Background: an optimization exercise with open tools, aiming at small area and a short achievable clock period. Do not read the settings as production practice. The RTL was checked by simulation tests, not by an equivalence proof against the original design.

==> flow/design.v (outline; a module is shown in full before it is edited, if it fits) <==
// module config_capture: 50 lines
// module iir_first_order: 3093 lines
// module iir_sub24: 271 lines
// module iir_fa: 10 lines
// module iir_bsel: 9 lines
// module iir_bsel0: 7 lines
// module iir_bx: 7 lines
// module iir_bxn: 7 lines
// module iir_ao21: 3 lines
// module iir_aoi21: 3 lines
// module iir_oai21: 3 lines
// module iir_nand2: 3 lines
// module iir_nor2: 3 lines
// module iir_inv: 3 lines
// module iir_xor2: 3 lines
// module iir_xnor2: 3 lines
// module iir_fa1: 9 lines
// module iir_ha: 9 lines
// module adc_path: 53 lines
// module dac_spi_serializer: 90 lines
// module servo_frontend: 37 lines
module servo_frontend (
	input  logic         clk1,
	input  logic         i_rst_n,
	input  logic [127:0] i_cfg,
	input  logic [32:0]  i_adc,
	input  logic [24:0]  i_dac,
	output logic [3:0]   o_afe,
	output logic [72:0]  o_filt,
	output logic [2:0]   o_spi,
	output logic         o_ldac_n,
	output logic         o_dac_credit
);
  // ...
==> flow/flow/run.sh <==
#!/bin/bash
# Standard layout (the standard.sh, standard synthesis unchanged), with
# - a tighter setup target for ORFS's timing repair (repair_timing
#   -setup_margin); the clock period and constraints stay the standard flow's,
# - every input and output port buffered with a buf_1 instead of the
#   larger cell buffer_ports picks by itself.
set -euo pipefail
export SETUP_SLACK_MARGIN=6.2
export BUFFER_PORTS_ARGS="-buffer_cell sky130_fd_sc_hd__buf_1"
bash standard.sh finish > standard.log 2>&1
==> flow/standard.sh <==
#!/bin/bash
# synth_recipe.tcl (not shown) runs the flow's synth.tcl, then flattens the netlist and writes it again
# the make line also repeats each setting of config.mk as NAME=value (left out here)
make -C /OpenROAD-flow-scripts/flow DESIGN_CONFIG=/design/flow/config.mk WORK_HOME=/design/flow/orfs CLKGATE_MAP_FILE= SYNTH_SCRIPT=/design/flow/synth_recipe.tcl "${@:-finish}"
==> flow/config.mk <==
export PLATFORM = sky130hd
export DESIGN_NAME = servo_frontend
export DESIGN_NICKNAME = servo_frontend
export VERILOG_FILES = /design/flow/design.v
export SDC_FILE = /design/flow/constraint.sdc
export NUM_CORES = 4
export LEC_CHECK = 0
export ABC_AREA = 0
export CAP_MARGIN = 20
export CORE_MARGIN = 2
export CORE_UTILIZATION = 40
export CTS_BUF_LIST = sky130_fd_sc_hd__clkbuf_4
export SLEW_MARGIN = 20
export SYNTH_HIERARCHICAL = 1
export SYNTH_MINIMUM_KEEP_SIZE = 0
==> flow/constraint.sdc <==
create_clock -name core_clock -period 11.5 [get_ports {clk1}]
set_input_delay 2.3000 -clock core_clock [delete_from_list [all_inputs] [get_ports {clk1}]]
set_output_delay 2.3000 -clock core_clock [all_outputs]
set_load 0.01 [all_outputs]
==> results.sh, run 1 <==
export IMPL_crit_fanout=14
export IMPL_slew_viol_final=0
export IMPL_setup_tns_ps=0
export IMPL_fillers=13927
export IMPL_r2r_end="u_adc_path.g_chan[1].u_iir.y_prev[22]$_DFF_P_"
export IMPL_maxCapViolCount=0
export IMPL_maxSlewHeadroom_pct=19.9
export IMPL_clkbuf_count=238
export IMPL_final_setup_worst_slack_ps=6280
export IMPL_taps=2016
export IMPL_status="no timing/DRC/antenna violations"
export IMPL_wl_met2_mm=91.9
export IMPL_utilization_pct=47.1
export IMPL_reg_largest_list="u_adc_path.g_chan.u_iir.ff0_a: 64 flops, u_adc_path.g_chan.u_iir.p1_a: 64 flops, u_adc_path.g_chan.u_iir.p1_b: 62 flops"
export IMPL_endpoint="u_adc_path.g_chan[1].u_iir.y_prev[22]$_DFF_P_"
export IMPL_routed_top_layer="met5"
export IMPL_fmax_ghz=0.191
export IMPL_routed_wl_met3_mm=29.2
export IMPL_track_usage_pct=27.6
export IMPL_htreeDepth=4
export IMPL_die_area_sq_um=154000
export IMPL_antenna_found_initial=18
export IMPL_insertedDiodeCount=10
export IMPL_clockNetworkAreaShare_pct=3.32
export IMPL_global_route_usage_met3_pct=10.8
export IMPL_cp_start_kind="register"
export IMPL_vias_per_cell=5.83
export IMPL_use_met1_pct=36.8
==> inputs of run 2 (changes only) <==
--- a/flow/design.v
+++ b/flow/design.v
@@ -116,16 +116,17 @@
 	logic [31:0] ff0_db;
 	logic [31:0] p1_a;
 	logic [31:0] p1_b;
 	logic [31:0] p1_da;
 	logic [31:0] p1_db;
 	logic [23:0] y_prev;
 	logic [23:0] y_n;
 	logic [23:0] y_d;
+	logic [23:0] y_nd;
 	logic [23:0] y_other;
 	logic        s_acc;
 	logic        s_x;
 	logic        s_hold;
 	logic [23:0] acc_y;
 	logic        v_s1;
 	logic        v_s2;
 	assign {coef_on, coef_b0, coef_b1} = i_coef;
@@ -152,17 +153,16 @@
 		a1_none <= ~a1_one_d;
 		a1_ntwo <= ~a1_two_d;
 		for (int j = 0; j < 9; j++) begin
 			a1_neg[j] <= i_a1[2*j+1];
 		end
 	end
 	assign x_in_n  = ~i_x;
 	assign x_cur_n = ~x_cur;
-	assign y_n     = ~y_prev;
 	logic [24:0] ay_pp0, ay_pp0_sel;
 	logic [24:0] ay_pp1, ay_pp1_sel;
 	logic [24:0] ay_pp2, ay_pp2_sel;
 	logic [24:0] ay_pp3, ay_pp3_sel;
 	logic [24:0] ay_pp4, ay_pp4_sel;
 	logic [24:0] ay_pp5, ay_pp5_sel;
 	logic [24:0] ay_pp6, ay_pp6_sel;
 	logic [24:0] ay_pp7, ay_pp7_sel;
@@ -2269,39 +2269,63 @@
 	iir_xor2 u_cpa_n488 (.a(cpa_hs54), .b(cpa_n458), .y(cpa_n488));
 	iir_xor2 u_cpa_n489 (.a(cpa_hs55), .b(cpa_n460), .y(cpa_n489));
 	iir_xor2 u_cpa_n490 (.a(cpa_hs56), .b(cpa_n462), .y(cpa_n490));
 	iir_xor2 u_cpa_n491 (.a(cpa_hs57), .b(cpa_n464), .y(cpa_n491));
 	iir_xor2 u_cpa_n492 (.a(cpa_hs58), .b(cpa_n466), .y(cpa_n492));
 	iir_xor2 u_cpa_n493 (.a(cpa_n1), .b(cpa_n468), .y(cpa_n493));
 	assign acc_y = {cpa_n493, cpa_n492, cpa_n491, cpa_n490, cpa_n489, cpa_n488, cpa_n487, cpa_n486, cpa_n485, cpa_n484, cpa_n483, cpa_n482, cpa_n481, cpa_n480, cpa_n479, cpa_n478, cpa_n477, cpa_n476, cpa_n475, cpa_n474, cpa_n473, cpa_n472, cpa_n471, cpa_n470};
 	iir_ao21 u_yd0 (.a1(acc_y[0]), .a2(s_acc), .b(y_other[0]), .y(y_d[0]));
+	iir_aoi21 u_ynd0 (.a1(acc_y[0]), .a2(s_acc), .b(y_other[0]), .y(y_nd[0]));
 	iir_ao21 u_yd1 (.a1(acc_y[1]), .a2(s_acc), .b(y_other[1]), .y(y_d[1]));
+	iir_aoi21 u_ynd1 (.a1(acc_y[1]), .a2(s_acc), .b(y_other[1]), .y(y_nd[1]));
 	iir_ao21 u_yd2 (.a1(acc_y[2]), .a2(s_acc), .b(y_other[2]), .y(y_d[2]));
+	iir_aoi21 u_ynd2 (.a1(acc_y[2]), .a2(s_acc), .b(y_other[2]), .y(y_nd[2]));
 	iir_ao21 u_yd3 (.a1(acc_y[3]), .a2(s_acc), .b(y_other[3]), .y(y_d[3]));
+	iir_aoi21 u_ynd3 (.a1(acc_y[3]), .a2(s_acc), .b(y_other[3]), .y(y_nd[3]));
 	iir_ao21 u_yd4 (.a1(acc_y[4]), .a2(s_acc), .b(y_other[4]), .y(y_d[4]));
+	iir_aoi21 u_ynd4 (.a1(acc_y[4]), .a2(s_acc), .b(y_other[4]), .y(y_nd[4]));
 	iir_ao21 u_yd5 (.a1(acc_y[5]), .a2(s_acc), .b(y_other[5]), .y(y_d[5]));
+	iir_aoi21 u_ynd5 (.a1(acc_y[5]), .a2(s_acc), .b(y_other[5]), .y(y_nd[5]));
 	iir_ao21 u_yd6 (.a1(acc_y[6]), .a2(s_acc), .b(y_other[6]), .y(y_d[6]));
+	iir_aoi21 u_ynd6 (.a1(acc_y[6]), .a2(s_acc), .b(y_other[6]), .y(y_nd[6]));
 	iir_ao21 u_yd7 (.a1(acc_y[7]), .a2(s_acc), .b(y_other[7]), .y(y_d[7]));
+	iir_aoi21 u_ynd7 (.a1(acc_y[7]), .a2(s_acc), .b(y_other[7]), .y(y_nd[7]));
 	iir_ao21 u_yd8 (.a1(acc_y[8]), .a2(s_acc), .b(y_other[8]), .y(y_d[8]));
+	iir_aoi21 u_ynd8 (.a1(acc_y[8]), .a2(s_acc), .b(y_other[8]), .y(y_nd[8]));
 	iir_ao21 u_yd9 (.a1(acc_y[9]), .a2(s_acc), .b(y_other[9]), .y(y_d[9]));
+	iir_aoi21 u_ynd9 (.a1(acc_y[9]), .a2(s_acc), .b(y_other[9]), .y(y_nd[9]));
 	iir_ao21 u_yd10 (.a1(acc_y[10]), .a2(s_acc), .b(y_other[10]), .y(y_d[10]));
+	iir_aoi21 u_ynd10 (.a1(acc_y[10]), .a2(s_acc), .b(y_other[10]), .y(y_nd[10]));
 	iir_ao21 u_yd11 (.a1(acc_y[11]), .a2(s_acc), .b(y_other[11]), .y(y_d[11]));
+	iir_aoi21 u_ynd11 (.a1(acc_y[11]), .a2(s_acc), .b(y_other[11]), .y(y_nd[11]));
 	iir_ao21 u_yd12 (.a1(acc_y[12]), .a2(s_acc), .b(y_other[12]), .y(y_d[12]));
+	iir_aoi21 u_ynd12 (.a1(acc_y[12]), .a2(s_acc), .b(y_other[12]), .y(y_nd[12]));
 	iir_ao21 u_yd13 (.a1(acc_y[13]), .a2(s_acc), .b(y_other[13]), .y(y_d[13]));
+	iir_aoi21 u_ynd13 (.a1(acc_y[13]), .a2(s_acc), .b(y_other[13]), .y(y_nd[13]));
 	iir_ao21 u_yd14 (.a1(acc_y[14]), .a2(s_acc), .b(y_other[14]), .y(y_d[14]));
+	iir_aoi21 u_ynd14 (.a1(acc_y[14]), .a2(s_acc), .b(y_other[14]), .y(y_nd[14]));
 	iir_ao21 u_yd15 (.a1(acc_y[15]), .a2(s_acc), .b(y_other[15]), .y(y_d[15]));
+	iir_aoi21 u_ynd15 (.a1(acc_y[15]), .a2(s_acc), .b(y_other[15]), .y(y_nd[15]));
 	iir_ao21 u_yd16 (.a1(acc_y[16]), .a2(s_acc), .b(y_other[16]), .y(y_d[16]));
+	iir_aoi21 u_ynd16 (.a1(acc_y[16]), .a2(s_acc), .b(y_other[16]), .y(y_nd[16]));
 	iir_ao21 u_yd17 (.a1(acc_y[17]), .a2(s_acc), .b(y_other[17]), .y(y_d[17]));
+	iir_aoi21 u_ynd17 (.a1(acc_y[17]), .a2(s_acc), .b(y_other[17]), .y(y_nd[17]));
 	iir_ao21 u_yd18 (.a1(acc_y[18]), .a2(s_acc), .b(y_other[18]), .y(y_d[18]));
+	iir_aoi21 u_ynd18 (.a1(acc_y[18]), .a2(s_acc), .b(y_other[18]), .y(y_nd[18]));
 	iir_ao21 u_yd19 (.a1(acc_y[19]), .a2(s_acc), .b(y_other[19]), .y(y_d[19]));
+	iir_aoi21 u_ynd19 (.a1(acc_y[19]), .a2(s_acc), .b(y_other[19]), .y(y_nd[19]));
 	iir_ao21 u_yd20 (.a1(acc_y[20]), .a2(s_acc), .b(y_other[20]), .y(y_d[20]));
+	iir_aoi21 u_ynd20 (.a1(acc_y[20]), .a2(s_acc), .b(y_other[20]), .y(y_nd[20]));
 	iir_ao21 u_yd21 (.a1(acc_y[21]), .a2(s_acc), .b(y_other[21]), .y(y_d[21]));
+	iir_aoi21 u_ynd21 (.a1(acc_y[21]), .a2(s_acc), .b(y_other[21]), .y(y_nd[21]));
 	iir_ao21 u_yd22 (.a1(acc_y[22]), .a2(s_acc), .b(y_other[22]), .y(y_d[22]));
+	iir_aoi21 u_ynd22 (.a1(acc_y[22]), .a2(s_acc), .b(y_other[22]), .y(y_nd[22]));
 	iir_ao21 u_yd23 (.a1(acc_y[23]), .a2(s_acc), .b(y_other[23]), .y(y_d[23]));
+	iir_aoi21 u_ynd23 (.a1(acc_y[23]), .a2(s_acc), .b(y_other[23]), .y(y_nd[23]));
 	iir_bsel0 u_bx_pp0_s0 (.none(b0_none[0]), .nm(x_in_n[0]), .sel(bx_pp0_sel[0]));
 	iir_bx u_bx_pp0_x0 (.sel(bx_pp0_sel[0]), .neg(coef_b0[1]), .pp(bx_pp0[0]));
 	iir_bsel u_bx_pp0_s1 (.none(b0_none[0]), .ntwo(b0_ntwo[0]), .nm(x_in_n[1]), .nm1(x_in_n[0]), .sel(bx_pp0_sel[1]));
 	iir_bx u_bx_pp0_x1 (.sel(bx_pp0_sel[1]), .neg(coef_b0[1]), .pp(bx_pp0[1]));
 	iir_bsel u_bx_pp0_s2 (.none(b0_none[0]), .ntwo(b0_ntwo[0]), .nm(x_in_n[2]), .nm1(x_in_n[1]), .sel(bx_pp0_sel[2]));
 	iir_bx u_bx_pp0_x2 (.sel(bx_pp0_sel[2]), .neg(coef_b0[1]), .pp(bx_pp0[2]));
 	iir_bsel u_bx_pp0_s3 (.none(b0_none[0]), .ntwo(b0_ntwo[0]), .nm(x_in_n[3]), .nm1(x_in_n[2]), .sel(bx_pp0_sel[3]));
 	iir_bx u_bx_pp0_x3 (.sel(bx_pp0_sel[3]), .neg(coef_b0[1]), .pp(bx_pp0[3]));
@@ -3164,16 +3188,17 @@
 	always_ff @(posedge clk1) begin
 		ff0_a <= ff0_da;
 		ff0_b <= ff0_db;
 		p1_a  <= p1_da;
 		p1_b  <= p1_db;
 	end
 	always_ff @(posedge clk1) begin
 		y_prev <= y_d;
+		y_n    <= y_nd;
 		if (!i_rst_n) begin
 			v_s2 <= 1'b0;
 		end else begin
 			v_s2 <= v_s1;
 		end
 	end
 	assign o_valid = v_s2;
 	assign o_y     = y_prev;
==> flow/config.mk (replaced) <==
export PLATFORM = sky130hd
export DESIGN_NAME = servo_frontend
export DESIGN_NICKNAME = servo_frontend
export VERILOG_FILES = /design/flow/design.v
export SDC_FILE = /design/flow/constraint.sdc
export NUM_CORES = 4
export LEC_CHECK = 0
export ABC_AREA = 0
export CAP_MARGIN = 20
export CORE_MARGIN = 2
export CORE_UTILIZATION = 40
export CTS_BUF_LIST = sky130_fd_sc_hd__clkbuf_8
export SLEW_MARGIN = 20
export SYNTH_HIERARCHICAL = 1
export SYNTH_MINIMUM_KEEP_SIZE = 0
==> results.sh, run 2 <==
export IMPL_fin_cells=8175
export IMPL_dp_cells=7912
export IMPL_worst_r2r_path_depth=17
export IMPL_dr_pass1_iters=6
export IMPL_vias_per_cell=5.91
export IMPL_crit_slowest_cell="fa_1"
export IMPL_yosysWarningCount=18
export IMPL_clk_path_buf_depth=3
export IMPL_hp_class="register to register"
export IMPL_die_area_sq_um=156000
export IMPL_cts_tree="yes"
export IMPL_drt_drc_violations_left=0
export IMPL_ctsHoldBuffers=0
export IMPL_crit_chain="buf_8 > o22ai_1 > xor2_1 > fa_1 > fa_1 > fa_1 > fa_1 > fa_1 > ha_4 > a21oi_2 > o21ai_1 > a21oi_2 > o21ai_1 > a21oi_2 > inv_1 > xor2_2 > a21o_1"
export IMPL_final_setup_worst_slack_ps=6290
export IMPL_crit_fanout=25
export IMPL_rows=143
export IMPL_r2r_end="u_adc_path.g_chan[0].u_iir.y_prev[16]$_DFF_P_"
export IMPL_fin_crit_sh_pct=45.3
export IMPL_fmax_ghz=0.192
export IMPL_final_common_cell="xor2_1"
export IMPL_worst_setup_path_end_kind="register"
export IMPL_reg_largest_list="u_adc_path.g_chan.u_iir.ff0_a: 64 flops, u_adc_path.g_chan.u_iir.p1_a: 64 flops, u_adc_path.g_chan.u_iir.p1_b: 62 flops"
export IMPL_pre_cts_ws_ps=5390
export IMPL_grt_pass1_vias=50625
export IMPL_crit_arrival_ps=5980
export IMPL_maxSlewHeadroom_pct=23.5
export IMPL_antenna_found_initial=22
export IMPL_coreArea_sq_um=152000
export IMPL_status="no timing/DRC/antenna violations"
export IMPL_placed_area_sq_um=65700
export IMPL_cp_required_ps=12270
export IMPL_path_buf_inv=2
export IMPL_wl_mm=213
export IMPL_critical_path_class="register to register"
export IMPL_drive_gt1_share_pct=14.5
export IMPL_rsz0062_at_grt="true"
export IMPL_initial_utilization_pct=40.3
export IMPL_final_area_sq_um=70200
export IMPL_port_buffers=251
export IMPL_crit_top_cell="fa_1"
export IMPL_clkSinkCount=670
export IMPL_cts_root_buf="clkbuf_8"
export IMPL_grt_max_degree=65
export IMPL_place_hpwl_mm=153
export IMPL_reg2reg_from="u_adc_path.g_chan[0].u_iir.a1_none[3]$_DFF_P_"
export IMPL_globalRouteOverflowTotal=0
export IMPL_ios=270
export IMPL_final_cell_mix="xor2_1, o22ai_1, fa_1"
export IMPL_htreeDepth=4
export IMPL_cts_buffers_inserted=130
export IMPL_wl_per_cell_um=26.0
export IMPL_worst_pin_slew_ps=1140
export IMPL_global_route_usage_met3_pct=9.74
export IMPL_synthCells=5533
export IMPL_skew_ps=77.1
export IMPL_fp_dieH_um=396
export IMPL_slowest_delay_ps=510
export IMPL_route_antenna_remaining_nets=0
export IMPL_hold_path_cell_count=0
export IMPL_crit_family="adder cells"
export IMPL_finalHoldViolCount=0
export IMPL_clk_pin_slew_ps=60
export IMPL_setup_viol=0
export IMPL_busiest_layer="met2"
export IMPL_cp_start_kind="register"
export IMPL_syn_avg_cell_area_sq_um=11.1
export IMPL_synth_area_sq_um=61300
export IMPL_min_delay_start="u_adc_path.g_chan[1].u_iir.y_prev[7]$_DFF_P_"
export IMPL_maxCapViolCount=0
export IMPL_drt_iter0_markers=4681
export IMPL_grt_pass1_wl_mm=319
export IMPL_vias=48294
export IMPL_hold_path_endpoint="u_adc_path.ch1_q[7]$_DFF_P_"
export IMPL_syn_to_final_growth_pct=14.4
export IMPL_track_usage_pct=26.7
export IMPL_setup_tns_ps=0
export IMPL_die_width_um=396
export IMPL_layout_min_cycle_time_ps=5210
export IMPL_met2_usage_pct=39.4
export IMPL_routabilityCongestion=0.965
export IMPL_clock_latency_ps=940
export IMPL_slew_viol_final=0
export IMPL_use_met1_pct=36.6
export IMPL_rrSetupSlack_ps=6290
export IMPL_nets=7394
-- run 2: worst max-delay path by stage --
stage,to,depth (start not counted),start
final,u_adc_path.g_chan[0].u_iir.y_prev[16]$_DFF_P_,17,u_adc_path.g_chan[0].u_iir.a1_none[3]$_DFF_P_
after global routing,u_adc_path.g_chan[0].u_iir.y_n[20]$_DFF_P_,17,u_adc_path.g_chan[0].u_iir.a1_none[2]$_DFF_P_
after CTS,u_adc_path.g_chan[1].u_iir.y_n[19]$_DFF_P_,16,u_adc_path.g_chan[1].u_iir.a1_neg[5]$_DFF_P_
after detailed placement,u_adc_path.g_chan[0].u_iir.y_n[18]$_DFF_P_,16,u_adc_path.g_chan[0].u_iir.y_n[10]$_DFF_P_
after global placement,u_adc_path.g_chan[0].u_iir.y_n[18]$_DFF_P_,16,u_adc_path.g_chan[0].u_iir.y_n[10]$_DFF_P_
after floorplan,u_adc_path.g_chan[0].u_iir.y_n[23]$_DFF_P_,15,u_adc_path.g_chan[0].u_iir.a1_neg[4]$_DFF_P_
-- run 2: area by class of cell --
type,count,area (sq um)
diodes,10,25.0
fillers,14336,81900
multi-input cells,4597,47200
inverters,206,773
flip-flops and latches,670,14100
clock buffers,152,2090
well taps,2030,2540
repair buffers,428,2710
clock inverters,82,656
-- run 2: metrics by stage --
| step | hold WS, ps | utilization, % |
|---|---|---|
| 3_5_place_dp | 363 | 43.2 |
| 5_1_grt | 384 | 46.1 |
| 4_1_cts | 375 | 45.3 |
| 3_3_place_gp | 359 | 43.2 |
| 2_1_floorplan | 343 | - |
| 6_report | 374 | 46.1 |
-- run 2: repair_timing --
| item | in CTS | in global routing |
|---|---|---|
| gates cloned | 0 | 3 |
| buffers inserted | 4 | 12 |
| resized for setup | 158 | 237 |
| pin swaps | 2 | 28 |
| endpoints found under the setup margin | 96 | 87 |
-- run 2: layer usage --
| metal | routed length [um] | up-vias |
|---|---|---|
| met4 | 6070 | 30 |
| met5 | 185 | - |
| li1 | - | 20663 |
| met3 | 26800 | 480 |
| met2 | 91100 | 2769 |
| met1 | 88400 | 24352 |
==> inputs of run 3 (changes only) <==
--- a/flow/config.mk
+++ b/flow/config.mk
@@ -10,5 +10,5 @@
 export CORE_MARGIN = 2
 export CORE_UTILIZATION = 40
-export CTS_BUF_LIST = sky130_fd_sc_hd__clkbuf_8
+export CTS_BUF_LIST = sky130_fd_sc_hd__clkbuf_4
 export SLEW_MARGIN = 20
 export SYNTH_HIERARCHICAL = 1
==> results.sh, run 3 <==
export IMPL_placed_area_sq_um=65700
export IMPL_route_antenna_remaining_nets=0
export IMPL_dr_pass1_iters=5
export IMPL_coreArea_sq_um=152000
export IMPL_wl_per_cell_um=25.5
export IMPL_cts_buffers_inserted=187
export IMPL_die_width_um=396
export IMPL_wl_mm=211
export IMPL_fmax_ghz=0.191
export IMPL_clk_path_buf_depth=3
export IMPL_track_usage_pct=26.7
export IMPL_clock_latency_ps=1240
export IMPL_maxCapViolCount=0
export IMPL_hp_class="register to register"
export IMPL_drt_drc_violations_left=0
export IMPL_routabilityCongestion=0.965
export IMPL_synthCells=5533
export IMPL_crit_arrival_ps=6310
export IMPL_whs_ps=373
export IMPL_fillers=14457
export IMPL_final_area_sq_um=69800
export IMPL_register_area_sq_um=14100
export IMPL_pre_cts_ws_ps=5390
export IMPL_setup_viol=0
export IMPL_maxSlewHeadroom_pct=19.8
export IMPL_port_buffers=251
export IMPL_cts_tree="yes"
export IMPL_fin_crit_sh_pct=45.5
export IMPL_initial_utilization_pct=40.3
export IMPL_die_area_sq_um=156000
export IMPL_cp_start_kind="register"
export IMPL_syn_to_final_growth_pct=13.7
export IMPL_yosysWarningCount=18
export IMPL_htreeDepth=4
export IMPL_grt_pass1_vias=51098
export IMPL_skew_ps=92.7
export IMPL_finalHoldViolCount=0
export IMPL_final_setup_worst_slack_ps=6260
export IMPL_antenna_found_initial=23
export IMPL_worst_pin_slew_ps=1200
export IMPL_drt_iter0_markers=4584
export IMPL_syn_avg_cell_area_sq_um=11.1
export IMPL_place_hpwl_mm=153
export IMPL_vias_per_cell=5.87
export IMPL_clk_pin_slew_ps=70
export IMPL_rows=143
export IMPL_setup_tns_ps=0
export IMPL_ctsHoldBuffers=0
export IMPL_multi_input_area_sq_um=47300
export IMPL_slew_viol_final=0
export IMPL_globalRouteOverflowTotal=0
export IMPL_cts_root_buf="clkbuf_4"
export IMPL_final_common_cell="xor2_1"
export IMPL_grt_max_degree=65
export IMPL_rrSetupSlack_ps=6260
export IMPL_critical_path_class="register to register"
export IMPL_layout_min_cycle_time_ps=5240
export IMPL_status="no timing/DRC/antenna violations"
export IMPL_crit_fanout=18
export IMPL_vias=48536
export IMPL_drive_gt1_share_pct=15.5
export IMPL_rsz0062_at_grt="true"
export IMPL_ios=270
export IMPL_reg_largest_list="u_adc_path.g_chan.u_iir.ff0_a: 64 flops, u_adc_path.g_chan.u_iir.p1_a: 64 flops, u_adc_path.g_chan.u_iir.p1_b: 62 flops"
export IMPL_clkSinkCount=670
export IMPL_synth_area_sq_um=61300
export IMPL_grt_pass1_wl_mm=319
export IMPL_final_cell_mix="xor2_1, o22ai_1, fa_1"
export IMPL_fp_dieH_um=396
export IMPL_nets=7450
export IMPL_cp_required_ps=12570
export IMPL_worst_setup_path_end_kind="register"
[run 3: per-stage QoR]
step                      cells  utilization (%)
after detailed placement   7912             43.2
after global placement     7912             43.2
after CTS                  8256             45.1
final                      8274             45.9
after global routing       8271             45.9
after floorplan            5535                -
[run 3: metal layers]
metal  track usage, %  part of all wire, %  up-vias
met4             8.58                  2.5       30
li1                 -                    -    20883
met3             9.47                   12      443
met2             39.2                   43     2774
met1             36.6                   42    24406
met5                0                0.085        -
[run 3: area by class of cell]
| type | count | share of cell area [%] |
|---|---|---|
| Antenna cell | 10 | 0.0359 |
| Clock buffer | 251 | 2.70 |
| Clock inverter | 83 | 0.554 |
| Inverter | 206 | 1.11 |
| Multi-Input combinational cell | 4597 | 67.8 |
| Sequential cell | 670 | 20.3 |
| Tap cell | 2030 | 3.64 |
| Timing Repair Buffer | 427 | 3.85 |
[run 3: worst paths after layout]
| path | startpoint | to | cells past startpoint |
|---|---|---|---|
| max | u_adc_path.g_chan[0].u_iir.y_n[12]$_DFF_P_ | u_adc_path.g_chan[0].u_iir.y_n[20]$_DFF_P_ | 16 |
| min | u_adc_path.g_chan[1].u_iir.y_prev[7]$_DFF_P_ | u_adc_path.ch1_q[7]$_DFF_P_ | 0 |
| max reg2reg | u_adc_path.g_chan[0].u_iir.y_n[12]$_DFF_P_ | u_adc_path.g_chan[0].u_iir.y_n[20]$_DFF_P_ | 16 |
| min reg2reg | u_adc_path.g_chan[1].u_iir.y_prev[7]$_DFF_P_ | u_adc_path.ch1_q[7]$_DFF_P_ | 0 |
[run 3: what timing repair did]
action / in CTS / in global routing
setup endpoints to repair: 96 / 89
setup buffers: 10 / 7
cloned: 0 / 1
pin swaps: 7 / 27
hold endpoints to repair: 0 / 0
gates resized for setup: 156 / 242
[run 3: worst max-delay path, stage by stage (launching register included)]
cell and delay, ps:
dfxtp_4 550, o22ai_1 170, xor2_1 180, fa_1 570, fa_1 490, fa_1 410
fa_1 580, fa_1 490, ha_4 340, nand2_1 150, nor2_2 190, nand2_1 130
o21ai_1 270, a21oi_2 120, o21ai_4 110, xor2_2 240, a21oi_2 90
==> inputs of run 4 (changes only) <==
--- a/flow/flow/run.sh
+++ b/flow/flow/run.sh
@@ -6,5 +6,5 @@
 #   larger cell buffer_ports picks by itself.
 set -euo pipefail
-export SETUP_SLACK_MARGIN=6.2
+export SETUP_SLACK_MARGIN=6.4
 export BUFFER_PORTS_ARGS="-buffer_cell sky130_fd_sc_hd__buf_1"
 bash standard.sh finish > standard.log 2>&1
==> results.sh, run 4 <==
export IMPL_status="no timing/DRC/antenna violations"
export IMPL_drt_drc_violations_left=0
export IMPL_grt_pass1_vias=50817
export IMPL_final_cell_mix="xor2_1, o22ai_1, fa_1"
export IMPL_maxSlewHeadroom_pct=24.3
export IMPL_crit_slowest_cell="fa_2"
export IMPL_worst_setup_path_end_kind="register"
export IMPL_syn_to_final_growth_pct=19.1
export IMPL_wl_per_cell_um=26.6
export IMPL_hold_path_endpoint="u_adc_path.ch1_q[7]$_DFF_P_"
export IMPL_port_buffers=251
export IMPL_route_antenna_remaining_nets=0
export IMPL_cts_tree="yes"
export IMPL_reg2reg_from="u_adc_path.g_chan[0].u_iir.y_n[11]$_DFF_P_"
export IMPL_slew_viol_final=0
export IMPL_min_delay_start="u_adc_path.g_chan[1].u_iir.y_prev[7]$_DFF_P_"
export IMPL_grt_pass1_wl_mm=323
export IMPL_wl_mm=222
export IMPL_maxCapViolCount=0
export IMPL_rrSetupSlack_ps=6300
export IMPL_cts_root_buf="clkbuf_4"
export IMPL_worst_r2r_path_depth=18
export IMPL_dr_pass1_iters=7
export IMPL_final_setup_worst_slack_ps=6300
export IMPL_r2r_end="u_adc_path.g_chan[0].u_iir.y_prev[20]$_DFF_P_"
export IMPL_ctsHoldBuffers=0
export IMPL_reg_largest_list="u_adc_path.g_chan.u_iir.ff0_a: 64 flops, u_adc_path.g_chan.u_iir.p1_a: 64 flops, u_adc_path.g_chan.u_iir.p1_b: 62 flops"
export IMPL_globalRouteOverflowTotal=0
export IMPL_critical_path_class="register to register"
export IMPL_pre_cts_ws_ps=5370
export IMPL_coreArea_sq_um=152000
export IMPL_clock_latency_ps=1240
export IMPL_initial_utilization_pct=40.3
export IMPL_finalHoldViolCount=0
export IMPL_syn_avg_cell_area_sq_um=11.1
export IMPL_slowest_delay_ps=640
export IMPL_drive_gt1_share_pct=21.0
export IMPL_hold_path_cell_count=0
export IMPL_clk_path_buf_depth=3
export IMPL_ios=270
export IMPL_synth_area_sq_um=61300
export IMPL_place_hpwl_mm=154
export IMPL_drt_iter0_markers=5420
export IMPL_track_usage_pct=27.2
export IMPL_crit_fanout=7
export IMPL_clkSinkCount=670
export IMPL_synthCells=5533
export IMPL_vias_per_cell=5.93
export IMPL_routabilityCongestion=0.960
export IMPL_grt_max_degree=65
export IMPL_cp_start_kind="register"
export IMPL_clk_pin_slew_ps=70
export IMPL_crit_arrival_ps=6250
export IMPL_final_common_cell="xor2_1"
export IMPL_crit_start="u_adc_path.g_chan[0].u_iir.y_n[11]$_DFF_P_"
export IMPL_hp_class="register to register"
export IMPL_fin_crit_sh_pct=45.3
export IMPL_fp_dieH_um=396
export IMPL_crit_top_cell="fa_1"
export IMPL_cts_buffers_inserted=189
export IMPL_antenna_found_initial=31
export IMPL_die_area_sq_um=156000
export IMPL_setup_viol=0
export IMPL_nets=7535
export IMPL_fillers=14021
export IMPL_setup_tns_ps=0
export IMPL_crit_chain="buf_6 > o22ai_1 > xor2_1 > fa_1 > fa_1 > fa_2 > fa_1 > fa_2 > ha_4 > a21oi_4 > o21ai_2 > a21oi_2 > o21ai_1 > a21oi_2 > o21ai_2 > xor2_1 > buf_4 > a21o_1"
export IMPL_layout_min_cycle_time_ps=5200
export IMPL_skew_ps=95.1
export IMPL_rows=143
export IMPL_htreeDepth=4
export IMPL_yosysWarningCount=18
export IMPL_worst_pin_slew_ps=1140
export IMPL_die_width_um=396
export IMPL_rsz0062_at_grt="true"
export IMPL_fmax_ghz=0.192
export IMPL_vias=49612
export IMPL_cp_required_ps=12540
==> run 4: cell types whose count changed in the layout (fill, tap and decap cells not counted), sizes merged <==
cell,previous run,this run
bufinv,1,8
diode,10,13
buf,421,487
bufbuf,0,4
inv,214,212
clkbuf,257,282
clkinv,73,61
==> run 4: worst max path at each step <==
stage,end,slack (ps)
after floorplan,u_adc_path.g_chan[0].u_iir.y_n[22]$_DFF_P_,6400
after global placement,u_adc_path.g_chan[0].u_iir.y_n[18]$_DFF_P_,5460
after detailed placement,u_adc_path.g_chan[1].u_iir.y_n[20]$_DFF_P_,5370
after CTS,u_adc_path.g_chan[0].u_iir.y_n[21]$_DFF_P_,6380
after global routing,u_adc_path.g_chan[1].u_iir.y_n[20]$_DFF_P_,6200
final,u_adc_path.g_chan[0].u_iir.y_prev[20]$_DFF_P_,6300
==> run 4: cell type report <==
| cell class | count | area, sq um | share of cell area, % |
|---|---|---|---|
| sequential | 670 | 14200 | 19.5 |
| timing repair buffer | 510 | 4000 | 5.47 |
| antenna | 13 | 32.5 | 0.0445 |
| clock inverter | 76 | 571 | 0.781 |
| tap | 2030 | 2540 | 3.48 |
| clock buffer | 263 | 1970 | 2.70 |
| multi-input combinational | 4597 | 48900 | 67.0 |
| inverter | 206 | 773 | 1.06 |
==> run 4: worst max-delay path: cells and delay by family (launching register included) <==
kind                       cells  cell delay [ps]
adders and majority gates      6             2760
AOI/OAI and AO/OA              8             1060
DFF                            1              460
buffers and inverters          2              380
xor gates and xnor gates       2              360
==> run 4: repair_timing <==
item,CTS,global route
pin swaps,59,187
gates cloned,4,16
buffers inserted,34,60
hold endpoints to repair,0,0
endpoints found under the setup margin,96,92
gates resized for setup,406,358
==> run 4: metrics by stage <==
step	utilization [%]	hold WS [ps]	cells	instance area (sq um)
3_5_place_dp	43.2	357	7897	65600
5_1_grt	48.0	370	8360	73000
3_3_place_gp	43.2	360	7897	65600
6_report	48.0	359	8365	73000
4_1_cts	46.2	361	8274	70300
2_1_floorplan	-	343	5535	61300
==> run 4: metal layers <==
layer,vias up,track usage (%),part of all wire [%]
met1,24827,36.9,40
met3,597,9.69,13
met5,-,0,0.093
li1,21020,-,-
met2,3136,40.3,43
met4,32,8.43,3.1

-- afterwards: timing with drivers on the ports --
The results above use ideal ports. As a check the final layouts listed here were re-extracted and re-timed, cells and wires unchanged.
Step 1 (the two cells are an assumption about what drives the block):
set clk [get_ports {clk1}]
set_driving_cell -lib_cell sky130_fd_sc_hd__clkbuf_16 $clk
set_driving_cell -lib_cell sky130_fd_sc_hd__buf_2 [delete_from_list [all_inputs] $clk]
Step 2 adds t to the input delays and takes it off the output delays; t is the mean of the earliest and latest rising clock arrival at the registers after step 1. Input paths then give back, and output paths get back, about the clock's delay inside the block.
Slacks: ideal / step 1 / step 2; pairs: ideal / step 1.
| run | shift t [ns] | setup slack, ns | worst slew at a driven data input, ns |
|---|---|---|---|
| run 1 | 1.256 | 6.278 / 6.278 / 5.670 | 0.10 |
| run 2 | 0.968 | 6.286 / 6.286 / 5.695 | 0.10 |
| run 3 | 1.265 | 6.262 / 6.262 / 5.704 | 0.10 |
| run 4 | 1.252 | 6.295 / 6.295 / 5.698 | 0.10 |
After both steps every run listed still meets setup and hold. For run 1, which loses most, drivers alone change the setup slack by 0.000 ns; drivers and shift together by -0.608 ns.
